This design comes from an exercise in tuning for small area, a short achievable clock period and few clock cycles on the open sky130 flow, not from production work. Function was checked by simulation only, so behaviour that the tests miss may differ from the original. Power and IR drop assume default switching activity.

==> flow/design.v <==
`default_nettype none
package bba_pkg;
    localparam int SIZE_W  = 16;   
    localparam int VALUE_W = 16;   
    localparam int ORDER_W = 3;    
    localparam logic [1:0] KIND_ALLOC = 2'd0;
    localparam logic [1:0] KIND_FAIL  = 2'd1;
    localparam logic [1:0] KIND_COUNT = 2'd2;
    localparam logic [1:0] KIND_ENTRY = 2'd3;
endpackage
`default_nettype wire
`default_nettype none
module buddy_block_allocator #(
    parameter int MAX_ORDER = 5,
    parameter int ID_WIDTH  = 16
) (
    input  wire         i_clk,
    input  wire         i_rst_n,
    input  wire         i_cfg_wr_en,
    input  wire [2:0]   i_cfg_wr_data,     
    input  wire         i_s_axis_tvalid,
    output logic        o_s_axis_tready,
    input  wire [31:0]  i_s_axis_tdata,    
    input  wire [0:0]   i_s_axis_tuser,    
    output logic        o_m_axis_tvalid,
    input  wire         i_m_axis_tready,
    output logic [15:0] o_m_axis_tdata,    
    output logic [1:0]  o_m_axis_tuser,    
    output logic        o_m_axis_tlast     
);
    localparam int NS = 32;                
    logic [2:0]          r_t;              
    logic [31:1]         r_split;          
    logic [NS-1:0]       r_used;           
    logic [ID_WIDTH-1:0] r_owner [NS];     
    logic [5:0]          r_count;          
    logic [5:1]          r_pend;           
    logic                r_cv;
    logic                r_cfunc;
    logic [ID_WIDTH-1:0] r_cid;
    logic                r_cidnz;
    logic [5:0]          r_cge;            
    logic                r_qact;
    logic [4:0]          r_qslot;
    logic [4:0]          r_qrem;           
    logic                r_ov;
    logic [1:0]          r_okind;
    logic [15:0]         r_ovalue;
    logic                r_olast;
    logic [5:0]  w_lvl_ok;                 
    logic [63:1] w_exists;
    logic [63:1] w_fit;
    logic [NS-1:0] w_cand;
    logic [NS-1:0] w_before;
    logic [NS-1:0] w_sel;
    logic [31:1] w_set;
    logic [5:1]  w_lvl_set;
    logic        w_found;
    always_comb begin
        for (int l = 0; l < 6; l++) w_lvl_ok[l] = (3'(l) <= r_t);
    end
    for (genvar l = 0; l < 6; l++) begin : g_lvl
        for (genvar j = 0; j < (1 << (5 - l)); j++) begin : g_node
            localparam int N = (1 << (5 - l)) + j;
            localparam int S = j << l;
            if (N > 1) begin : g_par
                assign w_exists[N] = r_split[N >> 1] | ((j == 0) && (r_t == 3'(l)));
            end else begin : g_root
                assign w_exists[N] = (r_t == 3'(l));
            end
            if (N < 32) begin : g_inner
                assign w_fit[N] = w_exists[N] & !r_split[N] & !r_used[S] & r_cge[l];
            end else begin : g_leaf
                assign w_fit[N] = w_exists[N] & !r_used[S] & r_cge[l];
            end
        end
    end
    for (genvar s = 0; s < NS; s++) begin : g_cand
        localparam int TZ = (s == 0) ? 5 : (s % 2 != 0) ? 0 : (s % 4 != 0) ? 1 :
                            (s % 8 != 0) ? 2 : (s % 16 != 0) ? 3 : 4;
        logic [5:0] w_at;
        for (genvar l = 0; l < 6; l++) begin : g_at
            if (l <= TZ) begin : g_y
                assign w_at[l] = w_fit[(1 << (5 - l)) + (s >> l)];
            end else begin : g_n
                assign w_at[l] = 1'b0;
            end
        end
        assign w_cand[s] = |w_at;
    end
    always_comb begin
        w_before[0] = 1'b0;
        for (int s = 1; s < NS; s++) w_before[s] = w_before[s-1] | w_cand[s-1];
    end
    assign w_sel   = w_cand & ~w_before;
    assign w_found = |w_cand;
    for (genvar l = 1; l < 6; l++) begin : g_set
        logic [(1 << (5 - l))-1:0] w_any;
        for (genvar j = 0; j < (1 << (5 - l)); j++) begin : g_node
            localparam int N = (1 << (5 - l)) + j;
            assign w_set[N] = w_sel[j << l] & !r_split[N] & w_lvl_ok[l] & r_cge[l-1];
            assign w_any[j] = w_set[N];
        end
        assign w_lvl_set[l] = |w_any;
    end
    logic [5:0] w_qa;
    logic [5:0] w_qstep;
    logic [4:0] w_qnext;
    logic [2:0] w_pendcnt;
    logic [5:0] w_count;
    always_comb begin
        w_qa[0] = 1'b1;
        for (int l = 1; l < 6; l++) begin
            w_qa[l] = ((r_qslot & 5'((1 << l) - 1)) == '0) & w_lvl_ok[l]
                    & !r_split[(1 << (5 - l)) + (r_qslot >> l)];
        end
        for (int l = 0; l < 6; l++) begin
            w_qstep[l] = w_qa[l] & ((l == 5) ? 1'b1 : !w_qa[l+1]);
        end
    end
    assign w_qnext   = r_qslot + w_qstep[4:0];
    assign w_pendcnt = 3'(r_pend[1]) + 3'(r_pend[2]) + 3'(r_pend[3])
                     + 3'(r_pend[4]) + 3'(r_pend[5]);
    assign w_count   = r_count + 6'(w_pendcnt);
    logic w_go;         
    logic w_alloc;      
    logic w_qcnt;       
    logic w_qent;       
    logic w_done;       
    logic w_take;
    assign w_go    = r_cv && (!r_ov || i_m_axis_tready);
    assign w_alloc = w_go && !r_cfunc;
    assign w_qcnt  = w_go && r_cfunc && !r_qact;
    assign w_qent  = w_go && r_cfunc && r_qact;
    assign w_done  = w_alloc || (w_qent && (r_qrem == '0));
    assign o_s_axis_tready = !r_cv || w_done;
    assign w_take  = i_s_axis_tvalid && o_s_axis_tready;
    logic [15:0] w_size;
    assign w_size = i_s_axis_tdata[31:16];
    always_ff @(posedge i_clk) begin
        if (!i_rst_n) begin
            r_cv   <= 1'b0;
            r_qact <= 1'b0;
            r_ov   <= 1'b0;
        end else begin
            if (o_s_axis_tready) r_cv <= i_s_axis_tvalid;
            if (w_qcnt) r_qact <= 1'b1;
            else if (w_done) r_qact <= 1'b0;
            if (w_go) r_ov <= 1'b1;
            else if (i_m_axis_tready) r_ov <= 1'b0;
        end
    end
    always_ff @(posedge i_clk) begin
        if (w_take) begin
            r_cfunc <= i_s_axis_tuser[0];
            r_cid   <= i_s_axis_tdata[15:0];
            r_cidnz <= |i_s_axis_tdata[15:0];
            for (int l = 0; l < 6; l++) r_cge[l] <= (w_size <= 16'(1 << l));
        end
        if (w_qcnt) begin
            r_qslot <= '0;
            r_qrem  <= 5'(w_count - 6'd1);
        end else if (w_qent) begin
            r_qslot <= w_qnext;
            r_qrem  <= r_qrem - 5'd1;
        end
        if (w_alloc) begin
            r_okind  <= w_found ? bba_pkg::KIND_ALLOC : bba_pkg::KIND_FAIL;
            r_ovalue <= '0;
            r_olast  <= 1'b1;
        end else if (w_qcnt) begin
            r_okind  <= bba_pkg::KIND_COUNT;
            r_ovalue <= 16'(w_count);
            r_olast  <= 1'b0;
        end else if (w_qent) begin
            r_okind  <= bba_pkg::KIND_ENTRY;
            r_ovalue <= r_used[r_qslot] ? r_owner[r_qslot] : '0;
            r_olast  <= (r_qrem == '0);
        end
    end
    always_ff @(posedge i_clk) begin
        if (!i_rst_n || i_cfg_wr_en) begin
            r_t     <= (!i_rst_n || i_cfg_wr_data > 3'd5) ? 3'd5 : i_cfg_wr_data;
            r_split <= '0;
            r_used  <= '0;
            r_count <= 6'd1;
            r_pend  <= '0;
        end else begin
            r_count <= w_count;
            r_pend  <= w_alloc ? w_lvl_set : '0;
            if (w_alloc) begin
                r_split <= r_split | w_set;
                r_used  <= r_used | (w_sel & {NS{r_cidnz}});
            end
        end
    end
    always_ff @(posedge i_clk) begin
        for (int s = 0; s < NS; s++) begin
            if (w_alloc && w_sel[s]) r_owner[s] <= r_cid;
        end
    end
    assign o_m_axis_tvalid = r_ov;
    assign o_m_axis_tdata  = r_ovalue;
    assign o_m_axis_tuser  = r_okind;
    assign o_m_axis_tlast  = r_olast;
endmodule
`default_nettype wire
==> flow/run.sh <==
#!/bin/bash
# synth_recipe.tcl (not shown) runs the flow's synth.tcl, then flattens the netlist and writes it again
# the make line also repeats each setting of config.mk as NAME=value (left out here)
make -C /OpenROAD-flow-scripts/flow DESIGN_CONFIG=/design/flow/config.mk WORK_HOME=/design/flow/orfs CLKGATE_MAP_FILE= SYNTH_SCRIPT=/design/flow/synth_recipe.tcl finish
==> flow/config.mk <==
export PLATFORM = sky130hd
export DESIGN_NAME = buddy_block_allocator
export DESIGN_NICKNAME = buddy_block_allocator
export VERILOG_FILES = /design/flow/design.v
export SDC_FILE = /design/flow/constraint.sdc
export NUM_CORES = 4
export LEC_CHECK = 0
export ABC_CLOCK_PERIOD_IN_PS = 2000
export CAP_MARGIN = 20
export CORE_MARGIN = 2
export CORE_UTILIZATION = 40
export SETUP_SLACK_MARGIN = 2.5
export SLEW_MARGIN = 20
==> flow/constraint.sdc <==
create_clock -name core_clock -period 5.0 [get_ports {i_clk}]
set_input_delay 1.0000 -clock core_clock [delete_from_list [all_inputs] [get_ports {i_clk}]]
set_output_delay 1.0000 -clock core_clock [all_outputs]
set_load 0.01 [all_outputs]
==> impl_metrics.json, run 1 <==
{
  "status": "no timing/DRC/antenna violations",
  "numCtsBuffers": 70,
  "synthTopCellsByArea": "edfxtp_1, dfxtp_1, a22oi_1",
  "postSynthAreaPerCell_um2": 14.6,
  "synthDistinctLibCells": 82,
  "drv_slew": 0,
  "port_buffers": 61,
  "yosysWarnings": 2,
  "min_from": "r_ovalue[6]",
  "finalCriticalPeriod_ns": 3.41,
  "synth_top_area_share": 0.631,
  "synthFlopType": "edfxtp_1",
  "holdPathEnd": "r_ovalue[6]",
  "timing.rr.start": "r_qslot[2]",
  "fmax_mhz": 294,
  "synth_seq_cells": 645,
  "wl_per_cell_um": 31.9,
  "viasPerCell": 6.36,
  "gp_congestion": 0.953,
  "grt_pass1_vias": 18400,
  "fillCellCount": 4885,
  "synth_edf_count": 546,
  "ir_drop_mv": 0.236,
  "dp_hpwl_mm": 54.5,
  "netlist_instances": 1776,
  "die_area_um2": 67100,
  "maxCapViolCount": 0,
  "cp-start-kind": "flip-flop",
  "first_iter_violations": 3087,
  "synth_nets": 1838,
  "clockBufferDepth": 3,
  "critPathMostFrequentCell": "mux4_2",
  "p_leak_nw": 12.0,
  "async_flop_share": 0,
  "grt_use_total": 0.280,
  "antenna_left": 0,
  "crit_fanout": 6,
  "hold_path_class": "flip-flop to flip-flop",
  "die_x_um": 259,
  "critical_path_class": "flip-flop to flip-flop",
  "r2r_setup_slack_ns": 1.59,
  "drive_above_1_share": 0.348,
  "yosysMostFrequentCell": "edfxtp_1",
  "worstPathArrival_ns": 3.92,
  "skew_ns": 0.0265,
  "setup_ws_ns": 1.59,
  "setup_viol": 0,
  "clock-sinks": 645,
  "yosys.area.top_type": "edfxtp_1",
  "hold_violations": 0,
  "ctsHtreeMaxLevel": 3,
  "slew_headroom": 0.160,
  "area_delta_synth_final_pct": 38.1,
  "hold_depth": 2,
  "tightestPinTransition_ns": 1.26,
  "yosysSeqAreaShare": 0.707,
  "drt_first_pass_iters": 5,
  "syn_area_um2": 26000,
  "rr_worst_depth": 14,
  "drt_wl_total_mm": 98.3,
  "nets": 2230,
  "cts-root-buf": "clkbuf_16",
  "grt_pass1_wl_mm": 134,
  "path_cells": "clkinvlp_4, ha_4, mux4_2, mux4_2, nand2_2, o211ai_1, or2_4, fa_2, nor2b_1, o21ai_1, nand2b_1, xor2_1, o31ai_1, a22o_1",
  "cellPowerDensity_nw_per_um2": 338,
  "worstSetupEndpointType": "flip-flop",
  "antenna_found_initial": 2,
  "total_power_mw": 12.1,
  "slowest_stage": "mux4_2",
  "drcViolationCount": 0,
  "rsz0062_at_grt": "true",
  "clk_pin_slew_ns": 0.06,
  "synthTopCellsByCount": "edfxtp_1, nor2_1, a22oi_1",
  "grt_max_degree": 47,
  "core_area_um2": 64300,
  "critPathMaxStageDelay_ns": 0.53,
  "vias": 19600,
  "start_util": 0.404,
  "setup_tns_ns": 0,
  "min_period_over_period": 0.681,
  "finish.instance_area_um2": 35900,
  "grt_overflow": 0,
  "dieHeight_um": 259,
  "ios": 62,
  "place_ws_ns": 1.00,
  "cts_tree": "built",
  "std_cell_rows": 93,
  "clock_latency_ns": 0.63,
  "dpl_cell_area_um2": 28500,
  "r2r_end": "r_qslot[4]",
  "required_ns": 5.51
}
## registers in the layout, summed over array words and instances, names as in the netlist
name,count
r_used,32
r_cfunc,1
r_ovalue,16
r_owner,512
r_pend,5
r_t,3
r_cidnz,1
r_split,31
r_cv,1
r_cge,6
r_qrem,5
r_qslot,5
r_okind,2
r_qact,1
r_ov,1
r_olast,1
r_cid,16
r_count,6
## metal layers
metal | track usage | wire length, µm | up-vias | share of wire
li1 | - | - | 7986 | -
met1 | 0.384 | 37200 | 9821 | 0.38
met2 | 0.430 | 44300 | 1461 | 0.45
met3 | 0.0585 | 11600 | 302 | 0.12
met4 | 0.130 | 5170 | 4 | 0.053
met5 | 0 | 26 | - | 0.00026
## cell families after synthesis
group                    count (synthesis)  synth area share
multiplexers                            34            0.0252
buffers and inverters                  152            0.0232
adder cells (fa/ha/maj)                 21            0.0113
XOR/XNOR                                14           0.00472
AND/OR/NAND/NOR                        475             0.103
flip-flops                             645             0.707
AO/OA/AOI/OAI                          435             0.126
## critical path: cells and delay by family (launching register included)
kind            cells  cell delay [ns]
compound gates      4             0.46
xor+xnor            1             0.16
fa+ha+maj           2             0.73
buf+inv             1             0.13
flops               1             0.36
mux                 2             0.89
simple gates        4             0.59
## area by class of cell
class | count | area (µm²) | area share
flip-flops and latches | 645 | 18400 | 0.513
multi-input cells | 979 | 8910 | 0.248
repair buffers | 435 | 5120 | 0.143
clock buffers | 92 | 1910 | 0.0531
well taps | 855 | 1070 | 0.0298
clock inverters | 35 | 333 | 0.00927
inverters | 37 | 159 | 0.00443
diodes | 1 | 2.50 | 0.0000697
## placed cells by master (no fill, tap or decap), types with 16 or more instances in the layout
master and n:
a21oi_1 45, a21oi_2 20, a221oi_1 36, a221oi_2 22, a22o_1 62, a22oi_1 101
a31oi_1 17, buf_12 75, buf_4 179, buf_6 83, buf_8 22, clkbuf_1 17
clkbuf_16 78, clkdlybuf4s50_1 40, dfxtp_1 90, dlygate4sd2_1 18, edfxtp_1 546, inv_1 24
mux4_2 25, nand2_1 63, nand3_1 20, nand3b_1 26, nand4_1 42, nor2_1 104
nor3_4 16
## per-stage QoR
stage / util / hold slack, ns / instances
floorplan: - / 0.443 / 1776
global placement: 0.443 / 0.439 / 2653
detailed placement: 0.443 / 0.447 / 2655
CTS: 0.537 / 0.452 / 3006
global route: 0.558 / 0.476 / 3078
finish: 0.558 / 0.448 / 3079
## power breakdown
group	internal [mW]	switching (mW)
registers	5.87	0.0811
logic	0.510	0.581
clock network	2.92	2.18
## repair_timing
action                                  in CTS  in global routing
resized for setup                          327                126
pin swaps                                  117                111
gates cloned                                12                  6
endpoints found under the setup margin     648                629
hold buffers                                 0                  0
buffers inserted                           212                 59
## worst max path at each step
stage,from,end,slack (ns)
after floorplan,r_qslot[2],r_qslot[4],1.65
after global placement,i_m_axis_tready,o_s_axis_tready,1.02
after detailed placement,i_m_axis_tready,o_s_axis_tready,1.00
after CTS,i_m_axis_tready,o_s_axis_tready,1.63
after global routing,r_qslot[2],r_qslot[4],1.48
final,r_qslot[2],r_qslot[4],1.59
Testbench counts, summed over its fixed seeds: cycles 2,690.
==> run 2: changes to the inputs <==
--- a/flow/config.mk
+++ b/flow/config.mk
@@ -7,3 +7,2 @@
 export LEC_CHECK = 0
-export ABC_CLOCK_PERIOD_IN_PS = 2000
 export CAP_MARGIN = 20
@@ -11,3 +10,2 @@
 export CORE_UTILIZATION = 40
-export SETUP_SLACK_MARGIN = 2.5
 export SLEW_MARGIN = 20
==> impl_metrics.json, run 2 <==
{
  "path_cells": "clkdlybuf4s50_1, nand2b_1, nand2_1, inv_1, nand2_1, inv_1, nand2_1, nor3_1, nor2_1, nand2_1, clkdlybuf4s50_1",
  "skew_ns": 0.0230,
  "hold_violations": 0,
  "cts_hold_buf": 0,
  "ctsResizeCount": 0,
  "async_flop_share": 0,
  "min_period_over_period": 0.855,
  "finalCriticalPeriod_ns": 4.28,
  "post-place-cells": 2671,
  "synthTopCellsByArea": "edfxtp_1, dfxtp_1, a22oi_1",
  "regArea_um2": 18400,
  "grt_max_degree": 69,
  "critPathMostFrequentCell": "nand2_1",
  "port_buffers": 61,
  "drt_first_pass_iters": 6,
  "cts_tree": "built",
  "maxCapViolCount": 0,
  "antenna_found_initial": 0,
  "yosysSeqAreaShare": 0.707,
  "p_leak_nw": 9.79,
  "start_util": 0.404,
  "viasPerCell": 6.32,
  "critical_path_class": "input port to primary output",
  "hold_path_class": "flip-flop to flip-flop",
  "worstPathArrival_ns": 3.28,
  "clk_pin_slew_ns": 0.06,
  "clock-sinks": 645,
  "instances_no_fill": 2800,
  "required_ns": 4.00,
  "first_iter_violations": 2776,
  "cts-root-buf": "clkbuf_16",
  "reg_top3": "r_owner: 512 flops, r_used: 32 flops, r_split: 31 flops",
  "grt_pass1_vias": 17100,
  "worstSetupEndpointType": "primary output",
  "fmax_mhz": 234,
  "yosysMostFrequentCell": "edfxtp_1",
  "critPathMaxStageDelay_ns": 0.50,
  "slew_headroom": 0.213,
  "cts_setup_buffers": 0,
  "cellPowerDensity_nw_per_um2": 378,
  "gp_congestion": 0.917,
  "antenna_left": 0,
  "grt_use_total": 0.258,
  "drcViolationCount": 0,
  "crit_fanout": 7,
  "drt_wl_total_mm": 87.2,
  "dieHeight_um": 259,
  "total_power_mw": 11.5,
  "nets": 1953,
  "netlist_instances": 1776,
  "slowest_stage": "clkdlybuf4s50_1",
  "fillCellCount": 5492,
  "synthFlopType": "edfxtp_1",
  "numCtsBuffers": 68,
  "layout_commonest_cell": "edfxtp_1",
  "syn_area_um2": 26000,
  "synth_seq_cells": 645,
  "rsz0062_at_grt": "false",
  "finish.instance_area_um2": 30500,
  "synthDistinctLibCells": 82,
  "insertedDiodeCount": 0,
  "tightestPinTransition_ns": 1.18,
  "status": "no timing/DRC/antenna violations",
  "dpl_cell_area_um2": 28200,
  "largest_reg_flops": 512,
  "setup_tns_ns": 0,
  "die_area_um2": 67100,
  "synth_nets": 1838,
  "crit_family": "simple AND/OR/NAND/NOR gates",
  "multi_input_area_um2": 7320,
  "std_cell_rows": 93,
  "ctsHtreeMaxLevel": 3,
  "layout_common_cells": "edfxtp_1, nor2_1, a22oi_1",
  "synth_edf_count": 546,
  "wl_per_cell_um": 31.1,
  "drive_above_1_share": 0.140,
  "vias": 17700,
  "area_delta_synth_final_pct": 17.3,
  "yosysWarnings": 2,
  "synthTopCellsByCount": "edfxtp_1, nor2_1, a22oi_1",
  "ios": 62,
  "dp_hpwl_mm": 53.6,
  "clockBufferDepth": 3,
  "synth_top_area_share": 0.631,
  "yosys.area.top_type": "edfxtp_1",
  "ir_drop_mv": 0.251,
  "worstPathBufferInverterCount": 4,
  "core_area_um2": 64300,
  "postSynthAreaPerCell_um2": 14.6,
  "cp-start-kind": "input port",
  "setup_viol": 0,
  "drv_slew": 0,
  "grt_pass1_wl_mm": 124,
  "clock_latency_ns": 0.60,
  "die_x_um": 259,
  "grt_overflow": 0,
  "largest_register": "r_owner"
}
-- run 2: where the power goes --
group	leakage [nW]	switching, mW	internal [mW]
Clock	1.07	2.10	2.86
Combinational	3.00	0.397	0.228
Sequential	5.72	0.0869	5.87
-- run 2: cell families after synthesis --
family                   Yosys count  share of synthesized area
adder cells (fa/ha/maj)           21                     0.0113
buffers and inverters            152                     0.0232
multiplexers                      34                     0.0252
AND/OR/NAND/NOR                  475                      0.103
XOR/XNOR                          14                    0.00472
AO/OA/AOI/OAI                    435                      0.126
flip-flops                       645                      0.707
-- run 2: layout make-up --
class | count | share of cell area
well taps | 855 | 0.0351
flip-flops and latches | 645 | 0.603
inverters | 37 | 0.00455
repair buffers | 160 | 0.0463
multi-input cells | 979 | 0.240
clock buffers | 89 | 0.0611
clock inverters | 35 | 0.0103
-- run 2: final timing paths --
path	startpoint	to	slack, ns	depth (start not counted)
worst max-delay path	i_m_axis_tready	o_s_axis_tready	0.72	11
worst min-delay path	r_ovalue[6]	r_ovalue[6]	0.45	2
worst min register to register	r_ovalue[6]	r_ovalue[6]	0.45	2
worst max register to register	r_qslot[2]	r_qslot[4]	0.74	16
-- run 2: metal layers --
layer,track usage,up-vias,part of all wire
met2,0.402,1123,0.45
met5,0,-,0
met1,0.363,8999,0.40
li1,-,7411,-
met4,0.0951,0,0.034
met3,0.0456,175,0.11
-- run 2: per-stage QoR --
stage                     hold slack, ns   util  setup WS, ns
after detailed placement           0.445  0.439         0.721
after global placement             0.439  0.439         0.761
after global routing               0.464  0.474         0.459
after CTS                          0.453  0.473         0.709
after floorplan                    0.443      -         0.940
final                              0.452  0.474         0.723
-- run 2: worst register-to-register path, stage by stage, from the launching register on --
cell	delay [ns]
dfxtp_1	0.60
inv_1	0.29
ha_1	0.28
xor2_1	0.45
mux2_2	0.39
a21oi_1	0.15
o21ai_0	0.10
a21oi_1	0.14
o211ai_1	0.20
or2_2	0.36
fa_1	0.44
nor2b_1	0.12
o21ai_0	0.09
nand2b_1	0.13
xor2_1	0.16
o31ai_1	0.08
a22o_1	0.20
==> run 3: changes to the inputs <==
--- a/flow/config.mk
+++ b/flow/config.mk
@@ -7,2 +7,3 @@
 export LEC_CHECK = 0
+export ABC_CLOCK_PERIOD_IN_PS = 3000
 export CAP_MARGIN = 20
@@ -10,2 +11,3 @@
 export CORE_UTILIZATION = 40
+export SETUP_SLACK_MARGIN = 1.5
 export SLEW_MARGIN = 20
==> impl_metrics.json, run 3 <==
{
  "status": "no timing/DRC/antenna violations",
  "largest_reg_flops": 512,
  "yosysSeqAreaShare": 0.707,
  "postSynthAreaPerCell_um2": 14.6,
  "grt_max_degree": 69,
  "rsz0062_at_grt": "true",
  "r2r_end": "r_ovalue[8]",
  "crit_fanout": 6,
  "area_delta_synth_final_pct": 18.7,
  "ir_drop_mv": 0.241,
  "synthTopCellsByArea": "edfxtp_1, dfxtp_1, a22oi_1",
  "syn_area_um2": 26000,
  "p_sw_frac": 0.229,
  "required_ns": 4.00,
  "ctsHtreeMaxLevel": 3,
  "setup_tns_ns": 0,
  "clock_latency_ns": 0.62,
  "cellPowerDensity_nw_per_um2": 375,
  "synthFlopType": "edfxtp_1",
  "maxCapViolCount": 0,
  "viasPerCell": 6.35,
  "core_area_um2": 64300,
  "post-place-cells": 2666,
  "synth_nets": 1838,
  "synth_top_area_share": 0.631,
  "antenna_left": 0,
  "worstPathArrival_ns": 2.56,
  "hold_path_class": "flip-flop to flip-flop",
  "synthDistinctLibCells": 82,
  "drcViolationCount": 0,
  "async_flop_share": 0,
  "netlist_instances": 1776,
  "antenna_found_initial": 0,
  "reg_top3": "r_owner: 512 flops, r_used: 32 flops, r_split: 31 flops",
  "numCtsBuffers": 69,
  "drv_slew": 0,
  "ios": 62,
  "final_util": 0.480,
  "cts_tree": "built",
  "hold_violations": 0,
  "rr_worst_depth": 9,
  "cts-root-buf": "clkbuf_16",
  "clock-sinks": 645,
  "finalCriticalPeriod_ns": 3.56,
  "grt_pass1_vias": 17200,
  "grt_overflow": 0,
  "critical_path_class": "input port to primary output",
  "p_int_mw": 8.92,
  "layout_common_cells": "edfxtp_1, nor2_1, buf_4",
  "min_period_over_period": 0.713,
  "wl_per_cell_um": 31.5,
  "grt_use_total": 0.265,
  "die_area_um2": 67100,
  "yosys.area.top_type": "edfxtp_1",
  "cp-start-kind": "input port",
  "slew_headroom": 0.233,
  "insertedDiodeCount": 0,
  "tightestPinTransition_ns": 1.15,
  "p_leak_nw": 9.93,
  "dp_hpwl_mm": 54.0,
  "synth_edf_count": 546,
  "worstSetupEndpointType": "primary output",
  "r2r_setup_slack_ns": 1.57,
  "fillCellCount": 5433,
  "std_cell_rows": 93,
  "dieHeight_um": 259,
  "pwr-share-seq": 0.514,
  "timing.rr.start": "r_qslot[2]",
  "vias": 17900,
  "largest_register": "r_owner",
  "clk_pin_slew_ns": 0.05,
  "layout_commonest_cell": "edfxtp_1",
  "drt_wl_total_mm": 89.1,
  "start_util": 0.404,
  "clockBufferDepth": 3,
  "drt_first_pass_iters": 5,
  "instances_no_fill": 2827,
  "yosysWarnings": 2,
  "nets": 1978,
  "min_from": "r_ovalue[10]",
  "yosysMostFrequentCell": "edfxtp_1",
  "synth_seq_cells": 645,
  "die_x_um": 259,
  "first_iter_violations": 2875,
  "hold_depth": 2,
  "gp_congestion": 0.924,
  "synthTopCellsByCount": "edfxtp_1, nor2_1, a22oi_1",
  "skew_ns": 0.0200,
  "drive_above_1_share": 0.164,
  "setup_viol": 0,
  "fmax_mhz": 281,
  "holdPathEnd": "r_ovalue[10]",
  "power_frac_clock": 0.426,
  "pwr-share-comb": 0.059,
  "switching_power_mw": 2.65,
  "grt_pass1_wl_mm": 126,
  "port_buffers": 61,
  "total_power_mw": 11.6
}
-- run 3: cells by family after synthesis --
logic type / count (synthesis) / synth area share
flops: 645 / 0.707
buf+inv: 152 / 0.0232
mux: 34 / 0.0252
xor+xnor: 14 / 0.00472
compound gates: 435 / 0.126
fa+ha+maj: 21 / 0.0113
simple gates: 475 / 0.103
-- run 3: how the worst max path moves through the flow --
stage	start	endpoint	slack (ns)	cells past startpoint
CTS	i_m_axis_tready	o_s_axis_tready	1.37	11
detailed placement	i_m_axis_tready	o_s_axis_tready	0.73	11
finish	i_m_axis_tready	o_s_axis_tready	1.44	11
global route	i_m_axis_tready	o_s_axis_tready	1.33	11
floorplan	r_t[2]	r_owner[11][0]	1.39	10
global placement	i_m_axis_tready	o_s_axis_tready	0.74	11
-- run 3: layout make-up --
class	count	area [µm²]	area share
clock buffer	97	1900	0.0616
clock inverter	30	258	0.00835
inverter	37	149	0.00482
multi-input combinational	979	7500	0.243
sequential	645	18400	0.596
tap	855	1070	0.0347
timing repair buffer	184	1600	0.0518
-- run 3: worst max-delay path, cell delays in order --
cell and delay [ns]:
clkdlybuf4s50_1 0.45, nand2b_1 0.15, nand2_2 0.09, inv_4 0.08
nand2_2 0.10, inv_1 0.09, nand2_1 0.08, nor3_2 0.21
nor2_2 0.08, nand2_1 0.10, clkbuf_2 0.13
-- run 3: routing by layer --
metal	global-route usage	vias up	share of wire
met2	0.411	1181	0.45
li1	-	7464	-
met4	0.0825	0	0.031
met1	0.374	9117	0.40
met3	0.0541	181	0.11
met5	0	-	0
-- run 3: through the flow --
stage	setup WS, ns	hold slack (ns)	cell area (µm²)
detailed placement	0.726	0.452	28200
CTS	1.37	0.460	30700
global placement	0.739	0.442	28200
floorplan	1.39	0.443	26100
global route	1.33	0.467	30900
finish	1.44	0.452	30900
-- run 3: timing repair --
item / 4_1_cts / 5_1_grt
setup endpoints to repair: 303 / 150
hold buffers: 0 / 0
gates resized for setup: 24 / 18
setup buffers: 22 / 8
pin swaps: 5 / 6
-- run 3: power groups by stage --
stage	Sequential, mW	Combinational (mW)	Clock, mW
after detailed placement	6.09	0.592	0
after floorplan	6.03	0.348	0
final	5.95	0.688	4.93
after global routing	5.95	0.727	5.19
after CTS	5.96	0.644	4.97
after global placement	6.08	0.586	0

## separate check: timing with driven ports
No port has a modelled driver above. Below, the same layouts with a new extraction and two added sets of constraints. Step 1 (the two cells are an assumption about what drives the block):
set clk [get_ports {i_clk}]
set_driving_cell -lib_cell sky130_fd_sc_hd__clkbuf_16 $clk
set_driving_cell -lib_cell sky130_fd_sc_hd__buf_2 [delete_from_list [all_inputs] $clk]
Step 2 also shifts input and output timing later by t, the mid clock arrival at the registers, as if the neighbouring blocks saw the same clock. Slacks: no drivers / after step 1 / after step 2; pairs: no drivers / after step 1.
run	t, ns	setup slack, ns	slew at the worst register clock pin (ns)
run 1	0.674	1.594 / 1.594 / 1.397	0.07 / 0.07
run 2	0.657	0.723 / 0.697 / 0.697	0.06 / 0.06
run 3	0.677	1.435 / 1.410 / 1.170	0.06 / 0.06
After both steps every run listed still meets setup and hold. The setup slack of run 3, which loses most, moves by -0.025 ns with the drivers and by -0.265 ns with both steps.
